Context: an optimization exercise on an open-source flow, tuned for small area. The choices shown serve that exercise and are no tape-out recipe. Function was checked by simulation only, so behaviour that the tests miss may differ from the original. Power and IR drop assume default switching activity.

$ cat flow/run.sh
#!/bin/bash
# Layout flow: the standard ORFS flow (standard.sh), with
#  - the port buffers made of the smallest buffer cell,
#  - the combinational logic re-mapped for area by OpenROAD's restructure
#    after floorplanning (flops untouched), using a copy of the library
#    without the platform's don't-use cells,
#  - clock tree synthesis without dummy loads (the same options as the
#    standard flow otherwise, from config.mk),

# Each tool's output goes to a log file of its own in this folder.
set -o pipefail
W=$(pwd)
LIB=$FLOW_HOME/platforms/sky130hd/lib/sky130_fd_sc_hd__tt_025C_1v80.lib
mkdir -p $W/rmp
python3 $W/flow/filter_lib.py $LIB $W/rmp/area.lib > filter_lib.log 2>&1
cat > $W/post_floorplan.tcl <<EOT
restructure -target area -liberty_file $W/rmp/area.lib -tielo_port sky130_fd_sc_hd__conb_1/LO -tiehi_port sky130_fd_sc_hd__conb_1/HI -work_dir $W/rmp -abc_logfile $W/rmp_abc.log
EOT
export BUFFER_PORTS_ARGS="-buffer_cell sky130_fd_sc_hd__buf_1"
export POST_FLOORPLAN_TCL=$W/post_floorplan.tcl
export CTS_ARGS="-sink_clustering_enable -repair_clock_nets -sink_clustering_size 16 -sink_clustering_max_diameter 60 -buf_list sky130_fd_sc_hd__clkbuf_8 -dont_use_dummy_load"
bash standard.sh finish > standard.log 2>&1
$ cat flow/filter_lib.py
# Copy a liberty file, leaving out the cells the platform marks don't-use
# (lpflow_* and probe*), so that restructure's ABC run cannot pick them.
import re, sys
src, dst = sys.argv[1], sys.argv[2]
text = open(src).read()
out = []
pos = 0
drop = re.compile(r'sky130_fd_sc_hd__(lpflow_|probe)')
n = 0
for m in re.finditer(r'\n\s*cell\s*\(\s*"?([A-Za-z0-9_]+)"?\s*\)\s*\{', text):
    if m.start() < pos:
        continue
    name = m.group(1)
    # find the end of this cell block by brace matching
    i = m.end(); depth = 1
    while depth:
        c = text[i]
        if c == '{': depth += 1
        elif c == '}': depth -= 1
        i += 1
    if drop.match(name):
        out.append(text[pos:m.start()])
        pos = i
        n += 1
out.append(text[pos:])
open(dst, 'w').write(''.join(out))
print("dropped", n, "cells")
$ cat standard.sh
#!/bin/bash
# synth_recipe.tcl (not shown) runs the flow's synth.tcl, then flattens the netlist and writes it again
# the make line also repeats each setting of config.mk as NAME=value (left out here)
make -C /OpenROAD-flow-scripts/flow DESIGN_CONFIG=/design/flow/config.mk WORK_HOME=/design/flow/orfs CLKGATE_MAP_FILE= SYNTH_SCRIPT=/design/flow/synth_recipe.tcl "${@:-finish}"
$ cat config.mk
export PLATFORM = sky130hd
export DESIGN_NAME = rio
export DESIGN_NICKNAME = rio
export VERILOG_FILES = /design/flow/design.v
export SDC_FILE = /design/flow/constraint.sdc
export NUM_CORES = 4
export LEC_CHECK = 0
export CAP_MARGIN = 20
export CORE_MARGIN = 2
export CORE_UTILIZATION = 75
export CTS_BUF_LIST = sky130_fd_sc_hd__clkbuf_8
export CTS_CLUSTER_DIAMETER = 60
export CTS_CLUSTER_SIZE = 16
export SLEW_MARGIN = 20
$ cat constraint.sdc
create_clock -name core_clock -period 8.0 [get_ports {sysclk}]
set_input_delay 1.6000 -clock core_clock [delete_from_list [all_inputs] [get_ports {sysclk}]]
set_output_delay 1.6000 -clock core_clock [all_outputs]
set_load 0.01 [all_outputs]
$ cat design.v
package rio_pkg;
    typedef logic [31:0] reg_word_t;
    typedef logic [7:0]  reg_addr_t;
    localparam reg_addr_t ADDR_CTRL   = 8'h00;
    localparam reg_addr_t ADDR_VEL0   = 8'h04;
    localparam reg_addr_t ADDR_VEL1   = 8'h08;
    localparam reg_addr_t ADDR_VEL2   = 8'h0C;
    localparam reg_addr_t ADDR_COMMIT = 8'h10;
    localparam int CTRL_OUT_BIT = 3;
    localparam reg_addr_t ADDR_MAGIC  = 8'h00;
    localparam reg_addr_t ADDR_TSTAMP = 8'h04;
    localparam reg_addr_t ADDR_POS0   = 8'h08;
    localparam reg_addr_t ADDR_POS1   = 8'h0C;
    localparam reg_addr_t ADDR_POS2   = 8'h10;
    localparam reg_addr_t ADDR_STATUS = 8'h14;
    localparam int STATUS_TIMEOUT_BIT = 4;
    localparam reg_word_t MAGIC_WORD = 32'h6461_7461;
    localparam logic [1:0] AXI_RESP_OKAY   = 2'b00;
    localparam logic [1:0] AXI_RESP_SLVERR = 2'b10;
endpackage
package motion_pkg;
    localparam int NUM_AXES = 3;
    typedef logic signed [31:0] velocity_t;
    typedef logic [25:0] vcode_t;
    localparam int VC_NEG = 25;
    localparam int VC_BIG = 24;
    typedef logic signed [31:0] position_t;
    typedef enum logic [1:0] {
        IDLE      = 2'b00,
        DIR_SETUP = 2'b01,
        PULSE     = 2'b10,
        SPACE     = 2'b11
    } dir_state_e;
endpackage
`timescale 1ns/1ps
module host_regs (
    input  logic                sysclk,
    input  logic                arst_n,
    input  rio_pkg::reg_addr_t           awaddr,
    input  logic                awvalid,
    output logic                awready,
    input  rio_pkg::reg_word_t           wdata,
    input  logic [3:0]          wstrb,
    input  logic                wvalid,
    output logic                wready,
    output logic [1:0]          bresp,
    output logic                bvalid,
    input  logic                bready,
    input  rio_pkg::reg_addr_t           araddr,
    input  logic                arvalid,
    output logic                arready,
    output rio_pkg::reg_word_t           rdata,
    output logic [1:0]          rresp,
    output logic                rvalid,
    input  logic                rready,
    input  rio_pkg::reg_word_t           tstamp,
    input  motion_pkg::position_t           pos0,
    input  motion_pkg::position_t           pos1,
    input  motion_pkg::position_t           pos2,
    input  logic [motion_pkg::NUM_AXES-1:0] inputs,
    input  logic                timeout,
    output motion_pkg::vcode_t           vel0,
    output motion_pkg::vcode_t           vel1,
    output motion_pkg::vcode_t           vel2,
    output logic [motion_pkg::NUM_AXES-1:0] axis_en,
    output logic [motion_pkg::NUM_AXES-1:0] vel_ok,
    output logic                out_bit,
    output logic                commit
);
    logic                  wr_fire;
    logic                  rd_fire;
    logic                  wr_mapped;
    logic                  rd_mapped;
    logic                  commit_fire;
    rio_pkg::reg_word_t             rd_word;
    rio_pkg::reg_word_t             rd_next;
    motion_pkg::vcode_t             wcode;
    logic [rio_pkg::CTRL_OUT_BIT:0] ctrl_shadow;
    motion_pkg::vcode_t             vel0_shadow;
    motion_pkg::vcode_t             vel1_shadow;
    motion_pkg::vcode_t             vel2_shadow;
    logic                  bresp_err;
    logic [motion_pkg::NUM_AXES-1:0] vel_written;
    logic [24:0]           neg_c;
    logic                  rresp_err;
    assign wr_fire = awvalid & wvalid & ~bvalid;
    assign awready = wr_fire;
    assign wready  = wr_fire;
    assign rd_fire = arvalid & ~rvalid;
    assign arready = rd_fire;
    assign commit_fire = wr_fire & (awaddr == rio_pkg::ADDR_COMMIT);
    always_comb begin
        case (awaddr)
            rio_pkg::ADDR_CTRL, rio_pkg::ADDR_VEL0, rio_pkg::ADDR_VEL1, rio_pkg::ADDR_VEL2, rio_pkg::ADDR_COMMIT: wr_mapped = 1'b1;
            default: wr_mapped = 1'b0;
        endcase
    end
    always_comb begin
        neg_c[0] = 1'b0;
        for (int i = 0; i < 24; i++) begin
            wcode[i]   = ~(wdata[i] ^ (wdata[31] & neg_c[i]));
            neg_c[i+1] = neg_c[i] | wdata[i];
        end
        wcode[motion_pkg::VC_NEG] = wdata[31];
        wcode[motion_pkg::VC_BIG] = wdata[31] ? (~&wdata[31:24] | ~neg_c[24]) : |wdata[31:24];
    end
    always_comb begin
        rd_mapped = 1'b1;
        case (araddr)
            rio_pkg::ADDR_MAGIC:  rd_word = rio_pkg::MAGIC_WORD;
            rio_pkg::ADDR_TSTAMP: rd_word = tstamp;
            rio_pkg::ADDR_POS0:   rd_word = rio_pkg::reg_word_t'(pos0);
            rio_pkg::ADDR_POS1:   rd_word = rio_pkg::reg_word_t'(pos1);
            rio_pkg::ADDR_POS2:   rd_word = rio_pkg::reg_word_t'(pos2);
            rio_pkg::ADDR_STATUS: begin
                rd_word = '0;
                rd_word[motion_pkg::NUM_AXES-1:0] = inputs;
                rd_word[rio_pkg::STATUS_TIMEOUT_BIT] = timeout;
            end
            default: begin
                rd_word   = '0;
                rd_mapped = 1'b0;
            end
        endcase
    end
    always_ff @(posedge sysclk or negedge arst_n) begin
        if (!arst_n) begin
            bvalid      <= 1'b0;
            rvalid      <= 1'b0;
            commit      <= 1'b0;
            ctrl_shadow <= '0;
            vel_written <= '0;
            vel_ok      <= '0;
            axis_en     <= '0;
            out_bit     <= 1'b0;
        end else begin
            commit <= commit_fire;
            if (wr_fire) begin
                bvalid <= 1'b1;
            end else if (bready) begin
                bvalid <= 1'b0;
            end
            if (rd_fire) begin
                rvalid <= 1'b1;
            end else if (rready) begin
                rvalid <= 1'b0;
            end
            if (wr_fire) begin
                case (awaddr)
                    rio_pkg::ADDR_CTRL: ctrl_shadow <= wdata[rio_pkg::CTRL_OUT_BIT:0];
                    rio_pkg::ADDR_VEL0: vel_written[0] <= 1'b1;
                    rio_pkg::ADDR_VEL1: vel_written[1] <= 1'b1;
                    rio_pkg::ADDR_VEL2: vel_written[2] <= 1'b1;
                    default: ;
                endcase
            end
            if (commit_fire) begin
                vel_ok  <= vel_written;
                axis_en <= ctrl_shadow[motion_pkg::NUM_AXES-1:0];
                out_bit <= ctrl_shadow[rio_pkg::CTRL_OUT_BIT];
            end
        end
    end
    always_ff @(posedge sysclk) begin
        if (wr_fire) begin
            case (awaddr)
                rio_pkg::ADDR_VEL0: vel0_shadow <= wcode;
                rio_pkg::ADDR_VEL1: vel1_shadow <= wcode;
                rio_pkg::ADDR_VEL2: vel2_shadow <= wcode;
                default: ;
            endcase
        end
        if (commit_fire) begin
            vel0 <= vel0_shadow;
            vel1 <= vel1_shadow;
            vel2 <= vel2_shadow;
        end
    end
    always_ff @(posedge sysclk) begin
        if (!bvalid) begin
            bresp_err <= ~wr_mapped;
        end
        if (!rvalid) begin
            rresp_err <= ~rd_mapped;
        end
        rdata <= rd_next;
    end
    assign rd_next = ({32{rvalid}} & rdata) | ({32{~rvalid}} & rd_word);
    assign bresp = {bresp_err, 1'b0};
    assign rresp = {rresp_err, 1'b0};
endmodule
`timescale 1ns/1ps
module link_watchdog #(
    parameter int TIMEOUT = 2700000
) (
    input  logic      sysclk,
    input  logic      arst_n,
    input  logic      commit,
    output logic      timeout,
    output rio_pkg::reg_word_t tstamp
);
    if (TIMEOUT == 2700000) begin : g_lfsr
        localparam logic [21:0] LFSR_LAST = 22'h1a780c;
        logic [21:0] lfsr;
        always_ff @(posedge sysclk or negedge arst_n) begin
            if (!arst_n) begin
                lfsr    <= '0;
                timeout <= 1'b0;
            end else if (commit) begin
                lfsr    <= '0;
                timeout <= 1'b0;
            end else begin
                lfsr    <= {lfsr[20:0], ~(lfsr[21] ^ lfsr[20])};
                if (lfsr == LFSR_LAST) begin
                    timeout <= 1'b1;
                end
            end
        end
    end else begin : g_count
        localparam int CNT_BITS = $clog2(TIMEOUT + 1);
        logic [CNT_BITS-1:0] idle_cnt;
        always_ff @(posedge sysclk or negedge arst_n) begin
            if (!arst_n) begin
                idle_cnt <= '0;
            end else if (commit) begin
                idle_cnt <= '0;
            end else if (!timeout) begin
                idle_cnt <= idle_cnt + 1'b1;
            end
        end
        assign timeout = (idle_cnt == CNT_BITS'(TIMEOUT));
    end
    logic [31:0] ts_t;
    always_comb begin
        ts_t[0] = 1'b1;
        for (int i = 1; i < 32; i++) begin
            ts_t[i] = ts_t[i-1] & tstamp[i-1];
        end
    end
    always_ff @(posedge sysclk or negedge arst_n) begin
        if (!arst_n) begin
            tstamp <= '0;
        end else begin
            tstamp <= tstamp ^ ts_t;
        end
    end
endmodule
`timescale 1ns/1ps
module stepgen #(
    parameter int PULSE_LEN = 108,
    parameter int DIR_DELAY = 18,
    parameter int ACC_BITS  = 24
) (
    input  logic      sysclk,
    input  logic      arst_n,
    input  motion_pkg::vcode_t velocity,
    input  logic      enable,
    input  logic      vel_ok,
    output logic      step,
    output logic      dir,
    output logic      en,
    output motion_pkg::position_t position
);
    localparam int TMR_MAX  = (PULSE_LEN > DIR_DELAY) ? PULSE_LEN : DIR_DELAY;
    localparam int TMR_BITS = $clog2(TMR_MAX + 1);
    localparam bit USE_LFSR = (PULSE_LEN == 108) && (DIR_DELAY == 18);
    localparam logic [TMR_BITS-1:0] TMR_PULSE = USE_LFSR ? TMR_BITS'(7'h3d) : TMR_BITS'(PULSE_LEN - 1);
    localparam logic [TMR_BITS-1:0] TMR_DIR   = USE_LFSR ? TMR_BITS'(7'h23) : TMR_BITS'(DIR_DELAY - 1);
    localparam int NB = 3;
    localparam int BW = ACC_BITS / NB;
    motion_pkg::dir_state_e          state;
    motion_pkg::dir_state_e          state_n;
    logic [TMR_BITS-1:0] timer;
    logic [TMR_BITS-1:0] timer_n;
    logic [TMR_BITS-1:0] tmr_step;
    logic                tmr_done;
    logic [ACC_BITS-1:0] acc;
    logic [ACC_BITS-1:0] acc_n;
    logic [NB-1:1]       lag;
    logic [NB-1:0]       blk_c;
    logic [NB:0]         q1;
    logic [NB:0]         q2;
    logic [ACC_BITS-1:0] mag;
    logic                ovf;
    logic                vel_neg;
    logic                step_req;
    logic                pending;
    logic                pending_n;
    logic                dir_n;
    logic                launch;
    logic                start_pulse;
    logic                gate;
    logic [31:0]         pos_t;
    motion_pkg::position_t pos_n;
    assign gate     = enable & vel_ok;
    assign vel_neg  = velocity[motion_pkg::VC_NEG];
    assign mag      = ~velocity[ACC_BITS-1:0] & {ACC_BITS{gate}};
    logic [ACC_BITS:0] cc;
    always_comb begin
        for (int j = 0; j < NB; j++) begin
            cc[BW*j] = (j == 0) ? 1'b0 : lag[j];
            for (int i = BW*j; i < BW*j+BW; i++) begin
                acc_n[i] = acc[i] ^ mag[i] ^ cc[i];
                cc[i+1]  = (acc[i] & mag[i]) | (cc[i] & (acc[i] ^ mag[i]));
            end
            blk_c[j] = cc[BW*j+BW];
        end
        cc[ACC_BITS] = blk_c[NB-1];
    end
    logic [NB-1:0] all1;
    logic [NB-1:0] all1b;
    always_comb begin
        q1[0] = 1'b0;
        q2[0] = 1'b0;
        for (int j = 0; j < NB; j++) begin
            all1[j]  = &acc_n[BW*j +: BW];
            all1b[j] = &acc_n[BW*j+1 +: BW-1];
            q1[j+1] = blk_c[j] | (all1[j] & q1[j]) | (all1b[j] & q2[j]);
            q2[j+1] = blk_c[j] & ((all1[j] & q1[j]) | (all1b[j] & q2[j]));
        end
    end
    logic kc;
    logic kc_n;
    assign kc_n = (all1[NB-1] & q1[NB-1]) | (all1b[NB-1] & q2[NB-1]);
    assign ovf  = kc ? q2[NB] : q1[NB];
    assign step_req = ovf | (gate & velocity[motion_pkg::VC_BIG]);
    logic [31:0] pos_up;
    logic [31:0] pos_dn;
    always_comb begin
        pos_up[0] = start_pulse & ~dir;
        pos_dn[0] = start_pulse & dir;
        for (int i = 1; i < 32; i++) begin
            pos_up[i] = pos_up[i-1] & position[i-1];
            pos_dn[i] = pos_dn[i-1] & ~position[i-1];
        end
        pos_t = pos_up | pos_dn;
        pos_n = position ^ pos_t;
    end
    assign step = (state == motion_pkg::PULSE);
    assign tmr_done = (timer == '0);
    assign tmr_step = USE_LFSR ? {timer[TMR_BITS-2:0], ~(timer[TMR_BITS-1] ^ timer[TMR_BITS-2])}
                               : timer - 1'b1;
    always_comb begin
        state_n     = state;
        timer_n     = tmr_step;    
        pending_n   = pending;
        dir_n       = dir;
        launch      = 1'b0;
        start_pulse = 1'b0;
        case (state)
            motion_pkg::IDLE: launch = step_req;
            motion_pkg::DIR_SETUP: begin
                pending_n = pending | step_req;
                if (!tmr_done) begin
                    timer_n = tmr_step;
                end else if (enable) begin
                    start_pulse = 1'b1;
                end else begin
                    state_n = motion_pkg::IDLE;
                end
            end
            motion_pkg::PULSE: begin
                pending_n = pending | step_req;
                if (!tmr_done) begin
                    timer_n = tmr_step;
                end else begin
                    state_n = motion_pkg::SPACE;
                    timer_n = TMR_PULSE;
                end
            end
            motion_pkg::SPACE: begin
                if (!tmr_done) begin
                    pending_n = pending | step_req;
                    timer_n   = tmr_step;
                end else begin
                    launch    = enable & (pending | step_req);
                    pending_n = pending & step_req;
                    state_n   = motion_pkg::IDLE;
                end
            end
            default: state_n = motion_pkg::IDLE;
        endcase
        if (launch) begin
            if (vel_neg != dir) begin
                dir_n   = vel_neg;
                state_n = motion_pkg::DIR_SETUP;
                timer_n = TMR_DIR;
            end else begin
                start_pulse = 1'b1;
            end
        end
        if (start_pulse) begin
            state_n = motion_pkg::PULSE;
            timer_n = TMR_PULSE;
        end
        if (!enable) begin
            pending_n = 1'b0;
        end
    end
    always_ff @(posedge sysclk or negedge arst_n) begin
        if (!arst_n) begin
            state    <= motion_pkg::IDLE;
            pending  <= 1'b0;
            dir      <= 1'b0;
            en       <= 1'b0;
            acc      <= '0;
            lag      <= '0;
            kc       <= 1'b0;
            position <= '0;
        end else begin
            state   <= state_n;
            pending <= pending_n;
            dir     <= dir_n;
            en      <= enable;
            acc     <= acc_n;
            lag     <= blk_c[NB-2:0];
            kc      <= kc_n;
            position <= pos_n;
        end
    end
    always_ff @(posedge sysclk) begin
        timer <= timer_n;
    end
endmodule
`timescale 1ns/1ps
module input_sync (
    input  logic                sysclk,
    input  logic                arst_n,
    input  logic [motion_pkg::NUM_AXES-1:0] home,
    output logic [motion_pkg::NUM_AXES-1:0] inputs
);
    logic [motion_pkg::NUM_AXES-1:0] meta;
    always_ff @(posedge sysclk or negedge arst_n) begin
        if (!arst_n) begin
            meta   <= '0;
            inputs <= '0;
        end else begin
            meta   <= ~home;
            inputs <= meta;
        end
    end
endmodule
`timescale 1ns/1ps
module rio #(
    parameter int TIMEOUT   = 2700000,
    parameter int PULSE_LEN = 108,
    parameter int DIR_DELAY = 18,
    parameter int ACC_BITS  = 24
) (
    input  logic                sysclk,
    input  logic                arst_n,
    input  rio_pkg::reg_addr_t           awaddr,
    input  logic                awvalid,
    output logic                awready,
    input  rio_pkg::reg_word_t           wdata,
    input  logic [3:0]          wstrb,
    input  logic                wvalid,
    output logic                wready,
    output logic [1:0]          bresp,
    output logic                bvalid,
    input  logic                bready,
    input  rio_pkg::reg_addr_t           araddr,
    input  logic                arvalid,
    output logic                arready,
    output rio_pkg::reg_word_t           rdata,
    output logic [1:0]          rresp,
    output logic                rvalid,
    input  logic                rready,
    output logic [motion_pkg::NUM_AXES-1:0] step,
    output logic [motion_pkg::NUM_AXES-1:0] dir,
    output logic [motion_pkg::NUM_AXES-1:0] en,
    input  logic [motion_pkg::NUM_AXES-1:0] home,
    output logic                out_bit,
    output logic                timeout
);
    motion_pkg::vcode_t           vel [motion_pkg::NUM_AXES];
    motion_pkg::position_t           pos [motion_pkg::NUM_AXES];
    logic [motion_pkg::NUM_AXES-1:0] axis_en;
    logic [motion_pkg::NUM_AXES-1:0] axis_gated;
    logic [motion_pkg::NUM_AXES-1:0] vel_ok;
    logic [motion_pkg::NUM_AXES-1:0] inputs;
    logic                commit;
    rio_pkg::reg_word_t           tstamp;
    assign axis_gated = axis_en & ~{motion_pkg::NUM_AXES{timeout}};
    host_regs regs (
        .sysclk  (sysclk),
        .arst_n  (arst_n),
        .awaddr  (awaddr),
        .awvalid (awvalid),
        .awready (awready),
        .wdata   (wdata),
        .wstrb   (wstrb),
        .wvalid  (wvalid),
        .wready  (wready),
        .bresp   (bresp),
        .bvalid  (bvalid),
        .bready  (bready),
        .araddr  (araddr),
        .arvalid (arvalid),
        .arready (arready),
        .rdata   (rdata),
        .rresp   (rresp),
        .rvalid  (rvalid),
        .rready  (rready),
        .tstamp  (tstamp),
        .pos0    (pos[0]),
        .pos1    (pos[1]),
        .pos2    (pos[2]),
        .inputs  (inputs),
        .timeout (timeout),
        .vel0    (vel[0]),
        .vel1    (vel[1]),
        .vel2    (vel[2]),
        .axis_en (axis_en),
        .vel_ok  (vel_ok),
        .out_bit (out_bit),
        .commit  (commit)
    );
    link_watchdog #(
        .TIMEOUT (TIMEOUT)
    ) wdog (
        .sysclk  (sysclk),
        .arst_n  (arst_n),
        .commit  (commit),
        .timeout (timeout),
        .tstamp  (tstamp)
    );
    input_sync home_sync (
        .sysclk (sysclk),
        .arst_n (arst_n),
        .home   (home),
        .inputs (inputs)
    );
    for (genvar i = 0; i < motion_pkg::NUM_AXES; i++) begin : g_axis
        stepgen #(
            .PULSE_LEN (PULSE_LEN),
            .DIR_DELAY (DIR_DELAY),
            .ACC_BITS  (ACC_BITS)
        ) gen (
            .sysclk   (sysclk),
            .arst_n   (arst_n),
            .velocity (vel[i]),
            .enable   (axis_gated[i]),
            .vel_ok   (vel_ok[i]),
            .step     (step[i]),
            .dir      (dir[i]),
            .en       (en[i]),
            .position (pos[i])
        );
    end
endmodule
==> summary.txt, run 1 <==
Logic synthesis
  • Share of synthesized area occupied by flip-flops and latches: 0.598
  • Seq cells post-synth: 481
  • Library cell with the largest summed area after synthesis: sky130_fd_sc_hd__dfrtp_1
  • Number of warnings reported in the yosys synthesis log: 7
  • Average instance area after synthesis: ~12 um^2
  • Share of synthesized registers carrying an async set or reset: 0.561
  • Post-synthesis instance total: between 1500 and 2000
  • Cell types with the largest area share after synthesis: sky130_fd_sc_hd__dfrtp_1 31%, sky130_fd_sc_hd__edfxtp_1 26%, sky130_fd_sc_hd__fa_1 6.4%
  • Post-synth top flop: sky130_fd_sc_hd__dfrtp_1
  • Synth cell types: 71
  • Share of the synthesized area in the top cell type: 0.314
  • Number of enable flip-flop cells after synthesis: 190
  • Area of the mapped netlist: 21500 um^2

Critical path
  • CP dominant cell by count: sky130_fd_sc_hd__nor2_1
  • Cell with the biggest individual delay on the critical path: sky130_fd_sc_hd__dfrtp_1
  • Arr. time, crit path: between 7 and 8 ns
  • Kind of start point of the critical path: register
  • Stage delay of the slowest cell on the critical path: around 0.50 ns
  • Worst Path Buf+Inv: 6
  • Top delay family on crit path: compound AO/OA/AOI/OAI gates
  • WS Path Type: reg2reg
  • WP data required: ~8.4 ns
  • Type of destination of the critical path: register
  • Max Fanout on Critical Path: 15

Clock network
  • CTS H-Tree Depth: 2
  • CTS tree: done
  • Hold buffer count at cts: 0
  • Post-cts gate resize count: 0
  • Buffer depth of the longest clock path: 3
  • Clock root cell: sky130_fd_sc_hd__clkbuf_8
  • CTS buffer count: 38
  • Number of clock sinks: 481
  • Setup fix buffers added after clock tree synthesis: 0
  • Clock network latency to the later pin of the worst-skew pair: approximately 0.57 ns
  • Clk slew on worst S/H paths: ~0.1 ns

Detailed routing
  • Count of TritonRoute iterations in the first routing pass: 10
  • Drt via density: just under 6
  • Residual DRC count: 0
  • DR iter-0 viols: 1164
  • Total vias in the final route: approximately 15000
  • Wire length reported by the detailed router: 42800 um
  • Wire per inst: between 15 and 20 um
  • Detail Route Antenna Nets: 0

GRT
  • Via count of the first global-routing pass: approximately 15000
  • Overflow after GRT: 0
  • Wire length of the first global-routing pass: 70600 um
  • Pin count of the biggest net entering global routing: between 150 and 200
  • Combined global-route utilization of all metal layers: 0.292
  • Number of antenna violations at the first check in global routing: 3

Power and ir drop
  • Peak supply drop: between 0.15 and 0.2 mV
  • Overall power consumption: 3.91 mW
  • Pwr Density: approximately 170 nW/um^2
  • Leak: ~9.4 nW

Place
  • Final weighted congestion in routability-driven placement: 0.880
  • Half-perimeter wire length after detailed placement: between 30000 and 40000 um
  • Port Buffers: around 110
  • Worst slack after detailed placement: 0.509 ns

Timing
  • Final min period: between 7 and 8 ns
  • Total setup violations reported at the end of the flow: 0
  • Max-slew headroom: 0.148
  • Portion of the clock cycle consumed by the worst path in the final layout: 0.916
  • Clock tree skew after final layout: between 0.05 and 0.06 ns
  • Sum of negative setup slack: 0 ns
  • Unrepaired setup endpoints after global routing: false
  • Number of hold-slack violations in the final timing report: 0
  • Final worst setup slack: a little under 0.7 ns
  • Max-slew violation total from the final report: 0
  • F_max: between 0.1 and 0.15 GHz
  • Worst Tran Pin Value: between 1 and 1.5 ns

Die
  • Die Height: ~170 um
  • Die ar.: roughly 30000 um^2
  • Die Span X: 173 um
  • Number of rows created at floorplan: between 60 and 70
  • Io pins: 114
  • Area of the core region: between 20000 and 30000 um^2
  • Starting Density: 0.757

Job
  • Max_cap viols: 0

Layout
  • Relative area change from synthesis to final layout: 5.03%
  • Most common library cell in the layout ignoring fill and taps: sky130_fd_sc_hd__nor2_1
  • Leading cell types in the layout, fill and taps excluded: 346 x sky130_fd_sc_hd__nor2_1, 270 x sky130_fd_sc_hd__dfrtp_1, 257 x sky130_fd_sc_hd__clkinv_1, 190 x sky130_fd_sc_hd__edfxtp_1, 154 x sky130_fd_sc_hd__o21ai_0
  • Net total in the final layout: between 2000 and 2500
  • Fraction of layout cells with a size suffix above 1: 0.0354

Worst hold path
  • Worst hold path class: reg2reg

Run status
  • Result of the run: no timing/DRC/antenna violations
[sequential cells by signal, indices dropped and copies added (netlist names), 4 cells and up, named ones only]
name                 count
g_axis.gen.position     96
g_axis.gen.acc          72
wdog.tstamp             32
regs.vel0               26
regs.vel0_shadow        26
regs.vel1               26
regs.vel1_shadow        26
regs.vel2               26
regs.vel2_shadow        26
wdog.g_lfsr.lfsr        22
g_axis.gen.timer        21
g_axis.gen.lag           6
g_axis.gen.state         6
regs.ctrl_shadow         4
[through the flow]
step                hold WS, ns  std cells  area [um^2]   util
finish                    0.355       2560        22600  0.795
global route              0.366       2559        22600  0.795
CTS                       0.357       2557        22600  0.794
detailed placement        0.335       2519        22100  0.775
global placement          0.333       2519        22100  0.775
floorplan                 0.331       1757        21500      -
[cells in the mapped netlist (4+ instances only)]
master,n
sky130_fd_sc_hd__dfrtp_1,270
sky130_fd_sc_hd__edfxtp_1,190
sky130_fd_sc_hd__inv_1,154
sky130_fd_sc_hd__nor2_1,123
sky130_fd_sc_hd__nand2_1,113
sky130_fd_sc_hd__xor2_1,76
sky130_fd_sc_hd__o21ai_0,72
sky130_fd_sc_hd__fa_1,69
sky130_fd_sc_hd__clkbuf_1,60
sky130_fd_sc_hd__xnor2_1,53
sky130_fd_sc_hd__nor2b_1,40
sky130_fd_sc_hd__a21oi_1,38
sky130_fd_sc_hd__nand4_1,35
sky130_fd_sc_hd__ha_1,34
sky130_fd_sc_hd__nand2b_1,34
sky130_fd_sc_hd__nand3_1,29
sky130_fd_sc_hd__nor3_1,28
sky130_fd_sc_hd__or2_2,28
sky130_fd_sc_hd__mux2i_1,23
sky130_fd_sc_hd__dfxtp_1,21
sky130_fd_sc_hd__nor4_1,18
sky130_fd_sc_hd__or3_1,18
sky130_fd_sc_hd__a221o_1,16
sky130_fd_sc_hd__a22oi_1,15
sky130_fd_sc_hd__and2_1,14
sky130_fd_sc_hd__buf_4,14
sky130_fd_sc_hd__mux2_2,14
sky130_fd_sc_hd__o31ai_1,14
sky130_fd_sc_hd__and3_1,12
sky130_fd_sc_hd__or4_1,11
sky130_fd_sc_hd__o22ai_1,9
sky130_fd_sc_hd__o32ai_1,8
sky130_fd_sc_hd__nor4b_1,6
sky130_fd_sc_hd__o21a_1,6
sky130_fd_sc_hd__o21bai_1,6
sky130_fd_sc_hd__a22o_1,5
sky130_fd_sc_hd__a31oi_1,5
sky130_fd_sc_hd__nand4b_1,5
sky130_fd_sc_hd__a21o_1,4
sky130_fd_sc_hd__a222oi_1,4
sky130_fd_sc_hd__a41oi_1,4
sky130_fd_sc_hd__and4_1,4
[cell families after synthesis]
| group | Yosys count | share of synthesized area |
|---|---|---|
| and+or+nand+nor | 544 | 0.134 |
| xor gates and xnor gates | 129 | 0.0524 |
| buffers and inverters | 233 | 0.0432 |
| adders and majority gates | 105 | 0.0848 |
| other | 1 | 0.000174 |
| muxes | 37 | 0.0180 |
| DFF | 481 | 0.598 |
| AOI/OAI and AO/OA | 226 | 0.0695 |
[metal layers]
metal  vias up  wire (um)  track usage  part of all wire
li1       7252          -            -                 -
met1      7253      18800        0.419              0.44
met2       498      20000        0.471              0.47
met3        82       3050       0.0489             0.071
met4         0        992       0.0823             0.023
met5         -          0            0                 0
[power breakdown]
group / internal [mW] / leakage, nW / switching, mW / total [mW]
clock: 0.428 / 0.273 / 0.715 / 1.14
sequential: 2.60 / 5.55 / 0.0118 / 2.61
combinational: 0.0430 / 3.61 / 0.114 / 0.157
[final timing paths]
check	to	cells after the start	slack, ns	start
worst max-delay path	g_axis[2].gen.position[31]	34	0.68	wdog.timeout
worst min-delay path	home_sync.inputs[2]	0	0.35	home_sync.meta[2]
worst max register to register	g_axis[2].gen.position[31]	34	0.68	wdog.timeout
worst min register to register	home_sync.inputs[2]	0	0.35	home_sync.meta[2]
max in group asynchronous	regs.ctrl_shadow[0]	2	5.60	arst_n
min in group asynchronous	g_axis[1].gen.acc[21]	1	1.02	arst_n
[area by class of cell]
class,count,area (um^2)
Multi-Input combinational cell,1261,7140
Clock buffer,38,523
Timing Repair Buffer,134,621
Tap cell,384,480
Antenna cell,3,7.51
Fill cell,1848,5840
Sequential cell,481,12900
Inverter,259,977
[worst reg2reg max path, delay by kind of cell (launching register included)]
family                 cells  cell delay (ns)
AND/OR/NAND/NOR           14             1.75
buffers and inverters      6             1.05
AO/OA/AOI/OAI             13             3.73
flip-flops                 1             0.50
XOR/XNOR                   1             0.16
==> run 2, diff against run 1 <==
--- a/config.mk
+++ b/config.mk
@@ -7,8 +7,10 @@
 export LEC_CHECK = 0
 export CAP_MARGIN = 20
 export CORE_MARGIN = 2
-export CORE_UTILIZATION = 75
+export CORE_UTILIZATION = 60
 export CTS_BUF_LIST = sky130_fd_sc_hd__clkbuf_8
 export CTS_CLUSTER_DIAMETER = 60
 export CTS_CLUSTER_SIZE = 16
+export GPL_ROUTABILITY_DRIVEN = 0
+export GPL_TIMING_DRIVEN = 0
 export SLEW_MARGIN = 20
==> run 2 against run 1 <==
Net effect:
- still clean
- core utilization decreased by 14 points
- final cell count increased by 3.3%
- non-clock buffer count increased by 8
- critical path type unchanged
==> summary.txt, run 2 <==
GRT
  • Wire length of the first global-routing pass: 72300 um (was 70600 um)
  • Pin count of the biggest net entering global routing: 82 (was 166)
  • Overflow after GRT: 0 (unchanged)
  • Number of antenna violations at the first check in global routing: 0 (was 3)
  • Combined global-route utilization of all metal layers: 0.239 (was 0.292)
  • Via count of the first global-routing pass: 14400 (was 14600)

Logic synthesis
  • Share of synthesized registers carrying an async set or reset: 0.561 (unchanged)
  • Number of warnings reported in the yosys synthesis log: 7 (unchanged)
  • Seq cells post-synth: 481 (unchanged)
  • Post-synth top flop: sky130_fd_sc_hd__dfrtp_1 (unchanged)
  • Share of the synthesized area in the top cell type: 0.314 (unchanged)
  • Top cell types by occurrence after synthesis: 270 x sky130_fd_sc_hd__dfrtp_1, 190 x sky130_fd_sc_hd__edfxtp_1, 154 x sky130_fd_sc_hd__inv_1 (unchanged)
  • Share of synthesized area occupied by flip-flops and latches: 0.598 (unchanged)
  • Number of enable flip-flop cells after synthesis: 190 (unchanged)
  • Cell types with the largest area share after synthesis: sky130_fd_sc_hd__dfrtp_1 31%, sky130_fd_sc_hd__edfxtp_1 26%, sky130_fd_sc_hd__fa_1 6.4% (unchanged)
  • Synth cell types: 71 (unchanged)
  • Average instance area after synthesis: 12.3 um^2 (unchanged)
  • Library cell with the largest summed area after synthesis: sky130_fd_sc_hd__dfrtp_1 (unchanged)
  • Most frequent cell after synthesis: sky130_fd_sc_hd__dfrtp_1 (unchanged)
  • Post-synthesis instance total: 1756 (unchanged)
  • Area of the mapped netlist: 21500 um^2 (unchanged)

Timing
  • F_max: 0.137 GHz (about the same)
  • Number of hold-slack violations in the final timing report: 0 (unchanged)
  • Max-slew headroom: 0.344 (was 0.148)
  • Portion of the clock cycle consumed by the worst path in the final layout: 0.911 (was 0.916)
  • Fin Hold WS: 0.357 ns (was 0.355 ns)
  • Final worst setup slack: 0.715 ns (was 0.676 ns)
  • Final min period: 7.28 ns (was 7.32 ns)
  • Worst Tran Pin Value: 0.984 ns (was 1.27 ns)
  • Max-slew violation total from the final report: 0 (unchanged)
  • Clock tree skew after final layout: 0.0566 ns (was 0.0533 ns)
  • Total setup violations reported at the end of the flow: 0 (unchanged)

Worst hold path
  • Worst hold path class: reg2reg (unchanged)
  • Worst Hold Path Cells: 0 (unchanged)
  • Sink of the worst hold path: home_sync.inputs[2] (unchanged)
  • Startpoint of the lowest-slack hold path: home_sync.meta[2] (unchanged)

Die
  • Number of rows created at floorplan: 69 (was 62)
  • Area of the core region: 35500 um^2 (was 28500 um^2)
  • Die ar.: 37400 um^2 (was 30100 um^2)
  • Starting Density: 0.607 (was 0.757)
  • Die Height: 193 um (was 173 um)
  • Io pins: 114 (unchanged)
  • Die Span X: 193 um (was 173 um)

Layout
  • Leading cell types in the layout, fill and taps excluded: 344 x sky130_fd_sc_hd__nor2_1, 269 x sky130_fd_sc_hd__dfrtp_1, 255 x sky130_fd_sc_hd__clkinv_1, 190 x sky130_fd_sc_hd__edfxtp_1, 157 x sky130_fd_sc_hd__o21ai_0 (was 346 x sky130_fd_sc_hd__nor2_1, 270 x sky130_fd_sc_hd__dfrtp_1, 257 x sky130_fd_sc_hd__clkinv_1, 190 x sky130_fd_sc_hd__edfxtp_1, 154 x sky130_fd_sc_hd__o21ai_0)
  • Register ranked first by flip-flop count: g_axis.gen.position (unchanged)
  • Largest registers ranked by flip-flop count: g_axis.gen.position: 96 flops, g_axis.gen.acc: 72 flops, wdog.tstamp: 32 flops (unchanged)
  • Fraction of layout cells with a size suffix above 1: 0.0412 (was 0.0354)
  • Net total in the final layout: 2248 (was 2237)
  • Flip-flop count of the largest register, all copies and words added: 96 (unchanged)
  • Filler Cells Inserted: 2885 (was 1848)
  • Final standard cell count with taps included and fillers excluded: 2645 (was 2560)
  • Relative area change from synthesis to final layout: 7.02% (was 5.03%)
  • Most common library cell in the layout ignoring fill and taps: sky130_fd_sc_hd__nor2_1 (unchanged)
  • # diodes: 0 (was 3)

Critical path
  • Max Fanout on Critical Path: 25 (was 15)
  • CP dominant cell by count: sky130_fd_sc_hd__nor2_1 (unchanged)
  • Count of cells along the worst register-to-register path: 31 (was 34)
  • WP data required: 8.50 ns (was 8.44 ns)
  • Cell with the biggest individual delay on the critical path: sky130_fd_sc_hd__nor2_2 (was sky130_fd_sc_hd__dfrtp_1)
  • Kind of start point of the critical path: register (unchanged)
  • Type of destination of the critical path: register (unchanged)
  • Critical R2R Launch: wdog.timeout (unchanged)
  • Arr. time, crit path: 7.78 ns (was 7.77 ns)
  • WS Path Type: reg2reg (unchanged)
  • Register-to-Register Setup Slack: 0.72 ns (was 0.68 ns)
  • Reg2Reg Capture Point: g_axis[0].gen.position[31] (was g_axis[2].gen.position[31])
  • Stage delay of the slowest cell on the critical path: 0.52 ns (was 0.50 ns)

Detailed routing
  • Detail Route Antenna Nets: 0 (unchanged)
  • Wire length reported by the detailed router: 44200 um (was 42800 um)
  • Total vias in the final route: 14900 (was 15100)
  • Drt via density: 5.63 (was 5.89)
  • Residual DRC count: 0 (unchanged)
  • DR iter-0 viols: 1092 (was 1164)
  • Wire per inst: 16.7 um (about the same)
  • Count of TritonRoute iterations in the first routing pass: 6 (was 10)

Run status
  • Result of the run: no timing/DRC/antenna violations (unchanged)

Clock network
  • Buffer depth of the longest clock path: 3 (unchanged)
  • CTS H-Tree Depth: 2 (unchanged)
  • CTS buffer count: 40 (was 38)
  • Clock network latency to the later pin of the worst-skew pair: 0.62 ns (was 0.57 ns)
  • CTS tree: done (unchanged)
  • Clock root cell: sky130_fd_sc_hd__clkbuf_8 (unchanged)
  • Number of clock sinks: 481 (unchanged)
  • Hold buffer count at cts: 0 (unchanged)
  • Clk slew on worst S/H paths: 0.10 ns (about the same)

Power and ir drop
  • Net Sw Power: 0.881 mW (was 0.841 mW)
  • Pwr Density: 173 nW/um^2 (about the same)
  • Overall power consumption: 3.98 mW (was 3.91 mW)
  • Peak supply drop: 0.192 mV (was 0.173 mV)
  • Part of the total power dissipated in the clock network: 0.302 (was 0.292)
  • Internal power of the cells: 3.10 mW (was 3.07 mW)
  • Leak: 9.55 nW (was 9.43 nW)
  • Switching share of total power: 0.221 (was 0.215)
  • Relative contribution of sequential cells to total power: 0.656 (was 0.668)
  • Comb pwr share: 0.042 (was 0.040)

Place
  • Half-perimeter wire length after detailed placement: 31400 um (was 30800 um)
  • Worst slack after detailed placement: -1.21 ns (was 0.509 ns)
  • Port Buffers: 107 (unchanged)
  • Total placed cells including tap cells: 2600 (was 2519)

Job
  • Max_cap viols: 0 (unchanged)
## run 2: final cells by class
class                           instances  area [um^2]  area share
Sequential cell                       481        12900       0.559
Multi-Input combinational cell       1262         7210       0.313
Inverter                              259          985      0.0427
Timing Repair Buffer                  133          816      0.0354
Tap cell                              461          577      0.0250
Clock buffer                           40          551      0.0239
Buffer                                  9         33.8     0.00147
## run 2: through the flow
step / utilization / area (um^2) / TNS, ns
4_1_cts: 0.647 / 23000 / 0
3_3_place_gp: 0.619 / 22000 / -2500.72
3_5_place_dp: 0.630 / 22400 / -21.55
5_1_grt: 0.650 / 23100 / -0.0316
6_report: 0.650 / 23100 / 0
2_1_floorplan: - / 21500 / 0
## run 2: worst max-delay path by stage
stage          cells after the start  slack (ns)                         end         start
2_1_floorplan                      5        1.38             regs.axis_en[0]     awaddr[0]
3_3_place_gp                       1       -9.15           home_sync.meta[0]        arst_n
3_5_place_dp                      32       -1.21  g_axis[2].gen.position[31]  wdog.timeout
4_1_cts                           27        0.13   g_axis[1].gen.position[3]  wdog.timeout
5_1_grt                           32       -0.03  g_axis[0].gen.position[31]  wdog.timeout
6_report                          31        0.72  g_axis[0].gen.position[31]  wdog.timeout
## run 2: cells by family after synthesis
family | count (synthesis) | share of synthesized area
AOI/OAI and AO/OA | 226 | 0.0695
DFF | 481 | 0.598
and+or+nand+nor | 544 | 0.134
buffers and inverters | 233 | 0.0432
xor gates and xnor gates | 129 | 0.0524
other | 1 | 0.000174
muxes | 37 | 0.0180
adders and majority gates | 105 | 0.0848
## run 2: timing repair
item | 4_1_cts | 5_1_grt
cloned | 0 | 1
setup endpoints to repair | 32 | 58
buffers inserted | 0 | 2
gates resized for setup | 9 | 9
pin swaps | 0 | 2
## run 2: power groups by stage
stage,registers (mW),logic [mW],clock network [mW]
2_1_floorplan,2.66,0.0451,0
3_3_place_gp,2.66,0.153,0
3_5_place_dp,2.66,0.171,0
4_1_cts,2.61,0.171,1.25
5_1_grt,2.61,0.188,1.33
6_report,2.61,0.169,1.20
## run 2: per-layer routing
metal  track usage  wire length [um]
met5             0                 0
met4        0.0712              1130
met3        0.0396              2280
met1         0.356             21500
met2         0.363             19400
## run 2: worst max-delay path: cells and delay by family (launching register included)
kind            cells  cell delay [ns]
compound gates     11             2.36
xor+xnor            1             0.15
buf+inv             2             0.41
flops               1             0.51
simple gates       17             3.72
==> run 3, diff against run 2 <==
--- a/config.mk
+++ b/config.mk
@@ -11,6 +11,4 @@
 export CTS_BUF_LIST = sky130_fd_sc_hd__clkbuf_8
 export CTS_CLUSTER_DIAMETER = 60
 export CTS_CLUSTER_SIZE = 16
-export GPL_ROUTABILITY_DRIVEN = 0
-export GPL_TIMING_DRIVEN = 0
 export SLEW_MARGIN = 20
==> run 3 against run 2 <==
Net effect:
- still clean
- first-iteration DRC count fell by 1.4%
- clock power about the same
- register-to-register slack better by 0.08 ns
- largest cell class unchanged
- synthesized cell count stayed put
==> summary.txt, run 3 <==
Die
  • Starting Density: 0.607 (unchanged)
  • Area of the core region: 35500 um^2 (unchanged)
  • Number of rows created at floorplan: 69 (unchanged)
  • Die Height: 193 um (unchanged)
  • Die ar.: 37400 um^2 (unchanged)
  • Io pins: 114 (unchanged)
  • Die Span X: 193 um (unchanged)

Logic synthesis
  • Share of synthesized area occupied by flip-flops and latches: 0.598 (unchanged)
  • Share of the synthesized area in the top cell type: 0.314 (unchanged)
  • Top cell types by occurrence after synthesis: 270 x sky130_fd_sc_hd__dfrtp_1, 190 x sky130_fd_sc_hd__edfxtp_1, 154 x sky130_fd_sc_hd__inv_1 (unchanged)
  • Cell types with the largest area share after synthesis: sky130_fd_sc_hd__dfrtp_1 31%, sky130_fd_sc_hd__edfxtp_1 26%, sky130_fd_sc_hd__fa_1 6.4% (unchanged)
  • Share of synthesized registers carrying an async set or reset: 0.561 (unchanged)
  • Average instance area after synthesis: 12.3 um^2 (unchanged)
  • Synth cell types: 71 (unchanged)
  • Post-synthesis instance total: 1756 (unchanged)
  • Library cell with the largest summed area after synthesis: sky130_fd_sc_hd__dfrtp_1 (unchanged)
  • Most frequent cell after synthesis: sky130_fd_sc_hd__dfrtp_1 (unchanged)
  • Number of enable flip-flop cells after synthesis: 190 (unchanged)
  • Post-synth top flop: sky130_fd_sc_hd__dfrtp_1 (unchanged)
  • Area of the mapped netlist: 21500 um^2 (unchanged)
  • Seq cells post-synth: 481 (unchanged)
  • Number of warnings reported in the yosys synthesis log: 7 (unchanged)

Layout
  • Area of combinational cells with multiple inputs: 7150 um^2 (was 7210 um^2)
  • Sequential cell area in the final layout: 12900 um^2 (about the same)
  • Most common library cell in the layout ignoring fill and taps: sky130_fd_sc_hd__nor2_1 (unchanged)
  • Largest registers ranked by flip-flop count: g_axis.gen.position: 96 flops, g_axis.gen.acc: 72 flops, wdog.tstamp: 32 flops (unchanged)
  • # diodes: 0 (unchanged)
  • Register ranked first by flip-flop count: g_axis.gen.position (unchanged)
  • Net total in the final layout: 2236 (was 2248)
  • Filler Cells Inserted: 2929 (was 2885)
  • Fraction of layout cells with a size suffix above 1: 0.0355 (was 0.0412)
  • Relative area change from synthesis to final layout: 5.48% (was 7.02%)
  • Flip-flop count of the largest register, all copies and words added: 96 (unchanged)
  • Leading cell types in the layout, fill and taps excluded: 345 x sky130_fd_sc_hd__nor2_1, 270 x sky130_fd_sc_hd__dfrtp_1, 258 x sky130_fd_sc_hd__clkinv_1, 190 x sky130_fd_sc_hd__edfxtp_1, 155 x sky130_fd_sc_hd__o21ai_0 (was 344 x sky130_fd_sc_hd__nor2_1, 269 x sky130_fd_sc_hd__dfrtp_1, 255 x sky130_fd_sc_hd__clkinv_1, 190 x sky130_fd_sc_hd__edfxtp_1, 157 x sky130_fd_sc_hd__o21ai_0)
  • Final standard cell count with taps included and fillers excluded: 2633 (was 2645)

Clock network
  • Clk slew on worst S/H paths: 0.09 ns (was 0.10 ns)
  • Hold buffer count at cts: 0 (unchanged)
  • Setup fix buffers added after clock tree synthesis: 0 (unchanged)
  • CTS buffer count: 38 (was 40)
  • Buffer depth of the longest clock path: 3 (unchanged)
  • CTS tree: done (unchanged)
  • Clock root cell: sky130_fd_sc_hd__clkbuf_8 (unchanged)
  • CTS H-Tree Depth: 2 (unchanged)
  • Number of clock sinks: 481 (unchanged)
  • Post-cts gate resize count: 0 (was 9)
  • Clock network latency to the later pin of the worst-skew pair: 0.60 ns (was 0.62 ns)

Timing
  • Unrepaired setup endpoints after global routing: false
  • Total setup violations reported at the end of the flow: 0 (unchanged)
  • Number of hold-slack violations in the final timing report: 0 (unchanged)
  • Portion of the clock cycle consumed by the worst path in the final layout: 0.901 (was 0.911)
  • Max-slew headroom: 0.354 (was 0.344)
  • Final worst setup slack: 0.796 ns (was 0.715 ns)
  • Sum of negative setup slack: 0 ns (unchanged)
  • Fin Hold WS: 0.352 ns (was 0.357 ns)
  • Final min period: 7.20 ns (was 7.28 ns)
  • Worst Tran Pin Value: 0.968 ns (was 0.984 ns)
  • Max-slew violation total from the final report: 0 (unchanged)
  • F_max: 0.139 GHz (was 0.137 GHz)
  • Clock tree skew after final layout: 0.0329 ns (was 0.0566 ns)

Critical path
  • Count of cells along the worst register-to-register path: 34 (was 31)
  • CP dominant cell by count: sky130_fd_sc_hd__nor2_1 (unchanged)
  • Stage delay of the slowest cell on the critical path: 0.57 ns (was 0.52 ns)
  • Worst Path Buf+Inv: 5 (was 2)
  • Type of destination of the critical path: register (unchanged)
  • WS Path Type: reg2reg (unchanged)
  • Kind of start point of the critical path: register (unchanged)
  • Max Fanout on Critical Path: 8 (was 25)
  • Critical R2R Launch: wdog.timeout (unchanged)
  • Register-to-Register Setup Slack: 0.80 ns (was 0.72 ns)
  • WP data required: 8.49 ns (was 8.50 ns)
  • Arr. time, crit path: 7.69 ns (was 7.78 ns)
  • Reg2Reg Capture Point: g_axis[2].gen.position[31] (was g_axis[0].gen.position[31])
  • Cell with the biggest individual delay on the critical path: sky130_fd_sc_hd__or4_1 (was sky130_fd_sc_hd__nor2_2)
  • Top delay family on crit path: compound AO/OA/AOI/OAI gates (was simple AND/OR/NAND/NOR gates)

GRT
  • Pin count of the biggest net entering global routing: 174 (was 82)
  • Number of antenna violations at the first check in global routing: 0 (unchanged)
  • Via count of the first global-routing pass: 14000 (was 14400)
  • Combined global-route utilization of all metal layers: 0.236 (was 0.239)
  • Wire length of the first global-routing pass: 71000 um (was 72300 um)
  • Overflow after GRT: 0 (unchanged)

Place
  • Half-perimeter wire length after detailed placement: 30900 um (was 31400 um)
  • Final weighted congestion in routability-driven placement: just over 0.8
  • Port Buffers: 107 (unchanged)
  • Worst slack after detailed placement: 0.513 ns (was -1.21 ns)
  • Total placed cells including tap cells: 2594 (was 2600)

Worst hold path
  • Sink of the worst hold path: home_sync.inputs[0] (was home_sync.inputs[2])
  • Startpoint of the lowest-slack hold path: home_sync.meta[0] (was home_sync.meta[2])
  • Worst hold path class: reg2reg (unchanged)
  • Worst Hold Path Cells: 0 (unchanged)

Power and ir drop
  • Overall power consumption: 3.94 mW (was 3.98 mW)
  • Leak: 9.43 nW (was 9.55 nW)
  • Peak supply drop: 0.196 mV (was 0.192 mV)
  • Pwr Density: 173 nW/um^2 (about the same)

Detailed routing
  • Detail Route Antenna Nets: 0 (unchanged)
  • Wire length reported by the detailed router: 43200 um (was 44200 um)
  • Total vias in the final route: 14600 (was 14900)
  • Residual DRC count: 0 (unchanged)
  • Count of TritonRoute iterations in the first routing pass: 6 (unchanged)
  • Drt via density: 5.54 (was 5.63)
  • Wire per inst: 16.4 um (was 16.7 um)
  • DR iter-0 viols: 1077 (was 1092)

Job
  • Max_cap viols: 0 (unchanged)

Run status
  • Result of the run: no timing/DRC/antenna violations (unchanged)
[run 3: cell counts after synthesis]
No cell type changed its count.
[run 3: metrics by stage]
step	utilization	area, um^2
after floorplan	-	21500
after global placement	0.624	22200
after detailed placement	0.624	22200
after CTS	0.639	22700
after global routing	0.640	22700
final	0.640	22700
[run 3: where the power goes]
group | leakage (nW) | switching (mW) | internal, mW
clock | 0.273 | 0.738 | 0.428
sequential | 5.55 | 0.0120 | 2.60
combinational | 3.61 | 0.117 | 0.0429
total | 9.43 | 0.866 | 3.07
[run 3: worst max-delay path by stage]
| stage | startpoint | to | slack (ns) | cells after the start |
|---|---|---|---|---|
| after detailed placement | wdog.timeout | g_axis[0].gen.position[31] | 0.51 | 33 |
| after floorplan | awaddr[0] | regs.axis_en[0] | 1.38 | 5 |
| final | wdog.timeout | g_axis[2].gen.position[31] | 0.80 | 34 |
| after global routing | wdog.timeout | g_axis[0].gen.position[31] | 0.01 | 33 |
| after global placement | wdog.timeout | g_axis[0].gen.position[31] | 0.89 | 33 |
| after CTS | wdog.timeout | g_axis[0].gen.position[31] | 0.47 | 32 |
[run 3: kinds of logic (layout without fill, tap and decap cells)]
| family | after synthesis | count (layout) | share of synthesized area |
|---|---|---|---|
| AOI/OAI and AO/OA | 226 | 414 | 0.0695 |
| xor gates and xnor gates | 129 | 166 | 0.0524 |
| adders and majority gates | 105 | 0 | 0.0848 |
| buffers and inverters | 233 | 430 | 0.0432 |
| DFF | 481 | 481 | 0.598 |
| muxes | 37 | 0 | 0.0180 |
| other | 1 | 4 | 0.000174 |
| and+or+nand+nor | 544 | 677 | 0.134 |
[run 3: area by class of cell]
type                            instances  area share
Sequential cell                       481       0.567
Multi-Input combinational cell       1261       0.315
Inverter                              259      0.0428
Timing Repair Buffer                  133      0.0270
Tap cell                              461      0.0254
Clock buffer                           38      0.0230
[run 3: worst reg2reg max path: cells and delay by family (launching register included)]
kind	cells	cell delay, ns
simple gates	14	2.44
flops	1	0.53
buf+inv	5	0.81
compound gates	13	2.96
xor+xnor	2	0.34
[run 3: metal layers]
layer,part of all wire,track usage
met1,0.48,0.357
met2,0.44,0.356
met3,0.057,0.0338
met4,0.023,0.0698
met5,0,0
==> run 4, diff against run 3 <==
--- a/flow/run.sh
+++ b/flow/run.sh
@@ -18,5 +18,5 @@
 EOT
 export BUFFER_PORTS_ARGS="-buffer_cell sky130_fd_sc_hd__buf_1"
 export POST_FLOORPLAN_TCL=$W/post_floorplan.tcl
-export CTS_ARGS="-sink_clustering_enable -repair_clock_nets -sink_clustering_size 16 -sink_clustering_max_diameter 60 -buf_list sky130_fd_sc_hd__clkbuf_8 -dont_use_dummy_load"
+export CTS_ARGS="-sink_clustering_enable -repair_clock_nets -sink_clustering_size 10 -sink_clustering_max_diameter 35 -buf_list sky130_fd_sc_hd__clkbuf_4 -dont_use_dummy_load"
 bash standard.sh finish > standard.log 2>&1
--- a/config.mk
+++ b/config.mk
@@ -8,7 +8,7 @@
 export CAP_MARGIN = 20
 export CORE_MARGIN = 2
 export CORE_UTILIZATION = 60
-export CTS_BUF_LIST = sky130_fd_sc_hd__clkbuf_8
-export CTS_CLUSTER_DIAMETER = 60
-export CTS_CLUSTER_SIZE = 16
+export CTS_BUF_LIST = sky130_fd_sc_hd__clkbuf_4
+export CTS_CLUSTER_DIAMETER = 35
+export CTS_CLUSTER_SIZE = 10
 export SLEW_MARGIN = 20
==> run 4 against run 3 <==
Net effect:
- still clean on timing, DRC and antenna
- sequential cell count unchanged
- sequential share of layout area down 0.16 points
- design area rose by 0.29%
- maximum frequency is 0.74% higher
- hold slack better by 0.0025 ns
- clock power rose by 4%
- clock skew rose by 0.039 ns
- setup slack gained 0.053 ns
- synthesized cell count is the same
- register-to-register slack improved by 0.05 ns
- final cell count increased by 1.6%
- area after synthesis unchanged
==> summary.txt, run 4 <==
Timing
  • Total setup violations reported at the end of the flow: 0 (unchanged)
  • Worst Tran Pin Value: 1.07 ns (was 0.968 ns)
  • F_max: 0.140 GHz (was 0.139 GHz)
  • Sum of negative setup slack: 0 ns (unchanged)
  • Portion of the clock cycle consumed by the worst path in the final layout: 0.894 (was 0.901)
  • Number of hold-slack violations in the final timing report: 0 (unchanged)
  • Unrepaired setup endpoints after global routing: false (unchanged)
  • Max-slew headroom: 0.289 (was 0.354)
  • Clock tree skew after final layout: 0.0720 ns (was 0.0329 ns)
  • Final min period: 7.15 ns (was 7.20 ns)
  • Max-slew violation total from the final report: 0 (unchanged)

Layout
  • Leading cell types in the layout, fill and taps excluded: 345 x sky130_fd_sc_hd__nor2_1, 270 x sky130_fd_sc_hd__dfrtp_1, 258 x sky130_fd_sc_hd__clkinv_1, 190 x sky130_fd_sc_hd__edfxtp_1, 154 x sky130_fd_sc_hd__o21ai_0 (was 345 x sky130_fd_sc_hd__nor2_1, 270 x sky130_fd_sc_hd__dfrtp_1, 258 x sky130_fd_sc_hd__clkinv_1, 190 x sky130_fd_sc_hd__edfxtp_1, 155 x sky130_fd_sc_hd__o21ai_0)
  • Largest registers ranked by flip-flop count: g_axis.gen.position: 96 flops, g_axis.gen.acc: 72 flops, wdog.tstamp: 32 flops (unchanged)
  • Most common library cell in the layout ignoring fill and taps: sky130_fd_sc_hd__nor2_1 (unchanged)
  • Net total in the final layout: 2276 (was 2236)
  • Fraction of layout cells with a size suffix above 1: 0.0529 (was 0.0355)
  • Filler Cells Inserted: 2942 (was 2929)
  • Flip-flop count of the largest register, all copies and words added: 96 (unchanged)
  • Area of combinational cells with multiple inputs: 7150 um^2 (unchanged)
  • Relative area change from synthesis to final layout: 5.78% (was 5.48%)
  • Register ranked first by flip-flop count: g_axis.gen.position (unchanged)
  • Sequential cell area in the final layout: 12900 um^2 (unchanged)
  • Final instance area: 22800 um^2 (was 22700 um^2)
  • Final core occ: 0.642 (was 0.640)

Detailed routing
  • DR iter-0 viols: 973 (was 1077)
  • Residual DRC count: 0 (unchanged)
  • Drt via density: 5.56 (was 5.54)
  • Wire length reported by the detailed router: 43700 um (was 43200 um)
  • Wire per inst: 16.3 um (was 16.4 um)
  • Count of TritonRoute iterations in the first routing pass: 6 (unchanged)
  • Total vias in the final route: 14900 (was 14600)
  • Detail Route Antenna Nets: 0 (unchanged)

Clock network
  • Number of clock sinks: 481 (unchanged)
  • CTS buffer count: 78 (was 38)
  • CTS tree: done (unchanged)
  • Clock root cell: sky130_fd_sc_hd__clkbuf_4 (was sky130_fd_sc_hd__clkbuf_8)
  • Setup fix buffers added after clock tree synthesis: 0 (unchanged)
  • CTS H-Tree Depth: 3 (was 2)
  • Buffer depth of the longest clock path: 3 (unchanged)
  • Clock network latency to the later pin of the worst-skew pair: 0.77 ns (was 0.60 ns)
  • Clk slew on worst S/H paths: 0.10 ns (was 0.09 ns)

Power and ir drop
  • Leak: 9.51 nW (was 9.43 nW)
  • Pwr Density: 175 nW/um^2 (was 173 nW/um^2)
  • Peak supply drop: 0.148 mV (was 0.196 mV)

Die
  • Die Span X: 193 um (unchanged)
  • Io pins: 114 (unchanged)
  • Area of the core region: 35500 um^2 (unchanged)
  • Die ar.: 37400 um^2 (unchanged)
  • Starting Density: 0.607 (unchanged)
  • Die Height: 193 um (unchanged)
  • Number of rows created at floorplan: 69 (unchanged)

Logic synthesis
  • Library cell with the largest summed area after synthesis: sky130_fd_sc_hd__dfrtp_1 (unchanged)
  • Top cell types by occurrence after synthesis: 270 x sky130_fd_sc_hd__dfrtp_1, 190 x sky130_fd_sc_hd__edfxtp_1, 154 x sky130_fd_sc_hd__inv_1 (unchanged)
  • Share of the synthesized area in the top cell type: 0.314 (unchanged)
  • Synth cell types: 71 (unchanged)
  • Average instance area after synthesis: 12.3 um^2 (unchanged)
  • Post-synthesis instance total: 1756 (unchanged)
  • Seq cells post-synth: 481 (unchanged)
  • Number of enable flip-flop cells after synthesis: 190 (unchanged)
  • Cell types with the largest area share after synthesis: sky130_fd_sc_hd__dfrtp_1 31%, sky130_fd_sc_hd__edfxtp_1 26%, sky130_fd_sc_hd__fa_1 6.4% (unchanged)
  • Most frequent cell after synthesis: sky130_fd_sc_hd__dfrtp_1 (unchanged)
  • Post-synth top flop: sky130_fd_sc_hd__dfrtp_1 (unchanged)
  • Share of synthesized registers carrying an async set or reset: 0.561 (unchanged)
  • Area of the mapped netlist: 21500 um^2 (unchanged)
  • Share of synthesized area occupied by flip-flops and latches: 0.598 (unchanged)
  • Number of warnings reported in the yosys synthesis log: 7 (unchanged)

GRT
  • Number of antenna violations at the first check in global routing: 1 (was 0)
  • Via count of the first global-routing pass: 14300 (was 14000)
  • Pin count of the biggest net entering global routing: 174 (unchanged)
  • Overflow after GRT: 0 (unchanged)
  • Wire length of the first global-routing pass: 71700 um (was 71000 um)
  • Combined global-route utilization of all metal layers: 0.238 (was 0.236)

Critical path
  • Worst Path Buf+Inv: 7 (was 5)
  • Kind of start point of the critical path: register (unchanged)
  • CP dominant cell by count: sky130_fd_sc_hd__nor2_1 (unchanged)
  • Type of destination of the critical path: register (unchanged)
  • WP data required: 8.60 ns (was 8.49 ns)
  • Top delay family on crit path: compound AO/OA/AOI/OAI gates (unchanged)
  • Cell with the biggest individual delay on the critical path: sky130_fd_sc_hd__dfrtp_1 (was sky130_fd_sc_hd__or4_1)
  • Max Fanout on Critical Path: 15 (was 8)
  • Arr. time, crit path: 7.76 ns (was 7.69 ns)
  • WS Path Type: reg2reg (unchanged)
  • Stage delay of the slowest cell on the critical path: 0.51 ns (was 0.57 ns)

Job
  • Max_cap viols: 0 (unchanged)

Place
  • Instance area after placement: 22200 um^2 (unchanged)
  • Port Buffers: 107 (unchanged)
  • Final weighted congestion in routability-driven placement: 0.826 (unchanged)
  • Half-perimeter wire length after detailed placement: 30900 um (unchanged)

Worst hold path
  • Worst hold path class: reg2reg (unchanged)

Run status
  • Result of the run: no timing/DRC/antenna violations (unchanged)
[run 4: routing by layer]
metal | GRT usage | wire length (um) | up-vias
met5 | 0 | 0 | -
met4 | 0.0761 | 1020 | 0
met3 | 0.0448 | 2500 | 81
met2 | 0.359 | 19000 | 358
met1 | 0.354 | 21200 | 7079
li1 | - | - | 7346
[run 4: area by class of cell]
cell class / instances / area share
well taps: 461 / 0.0253
diodes: 1 / 0.000110
inverters: 259 / 0.0427
repair buffers: 133 / 0.0269
clock buffers: 78 / 0.0257
flip-flops and latches: 481 / 0.565
multi-input cells: 1261 / 0.314
[run 4: repair_timing]
item | 4_1_cts | 5_1_grt
hold buffers | 0 | 0
setup endpoints to repair | 0 | 18
gates resized for setup | 0 | 11
hold endpoints to repair | 0 | 0
[run 4: where the power goes]
group	switching, mW	internal [mW]
Clock	0.773	0.447
Combinational	0.118	0.0429
Sequential	0.0119	2.60
Total	0.903	3.09
[run 4: cells by family (layout without fill, tap and decap cells)]
family          after synthesis  in the layout  share of synthesized area
other cells                   1              5                   0.000174
mux                          37              0                     0.0180
flops                       481            481                      0.598
fa+ha+maj                   105              0                     0.0848
buf+inv                     233            470                     0.0432
xor+xnor                    129            166                     0.0524
compound gates              226            414                     0.0695
simple gates                544            677                      0.134
[run 4: path summary, 6_finish.rpt]
path                       slack, ns  cells past startpoint                         end              start
min in group asynchronous       0.82                      1        g_axis[2].gen.acc[7]             arst_n
max in group asynchronous       5.76                      2  g_axis[1].gen.position[18]             arst_n
max reg2reg                     0.85                     36  g_axis[2].gen.position[25]       wdog.timeout
max                             0.85                     36  g_axis[2].gen.position[25]       wdog.timeout
min                             0.35                      0         home_sync.inputs[0]  home_sync.meta[0]
min reg2reg                     0.35                      0         home_sync.inputs[0]  home_sync.meta[0]
[run 4: through the flow]
step | hold slack, ns | std cells | setup slack [ns] | total power [mW]
after floorplan | 0.331 | 1757 | 1.38 | 2.71
after global placement | 0.333 | 2594 | 0.890 | 2.82
after detailed placement | 0.335 | 2594 | 0.513 | 2.83
after CTS | 0.358 | 2672 | 0.426 | 4.05
after global routing | 0.362 | 2674 | 0.0122 | 4.16
final | 0.355 | 2674 | 0.849 | 3.99

-- port drivers added, routing unchanged --
Ports are ideal in the flow. The routed layouts listed here were re-timed in OpenROAD.
Step 1 sets driving cells, clkbuf_16 on the clock port and buf_2 on the other inputs (assumed; they add their load-dependent delay and slew).
Step 2 times the ports against the registers' clock, not the clock port: input delays grow and output delays shrink by t, the midpoint of the rising clock arrivals with the driver on.
Slacks: no drivers / after step 1 / after step 2; pairs: no drivers / after step 1.
run	shift t [ns]	setup WS [ns]	hold slack, ns	worst setup path at the end	worst register clock-pin slew, ns
run 1	0.597	0.676 / 0.676 / 0.676	0.355 / 0.355 / 0.355	register to register	0.10 / 0.10
run 2	0.641	0.715 / 0.715 / 0.715	0.357 / 0.357 / 0.357	register to register	0.10 / 0.10
run 3	0.631	0.796 / 0.796 / 0.796	0.352 / 0.352 / 0.352	register to register	0.10 / 0.10
run 4	0.784	0.849 / 0.849 / 0.849	0.355 / 0.355 / 0.355	register to register	0.10 / 0.10
After both steps every run listed still meets setup and hold.
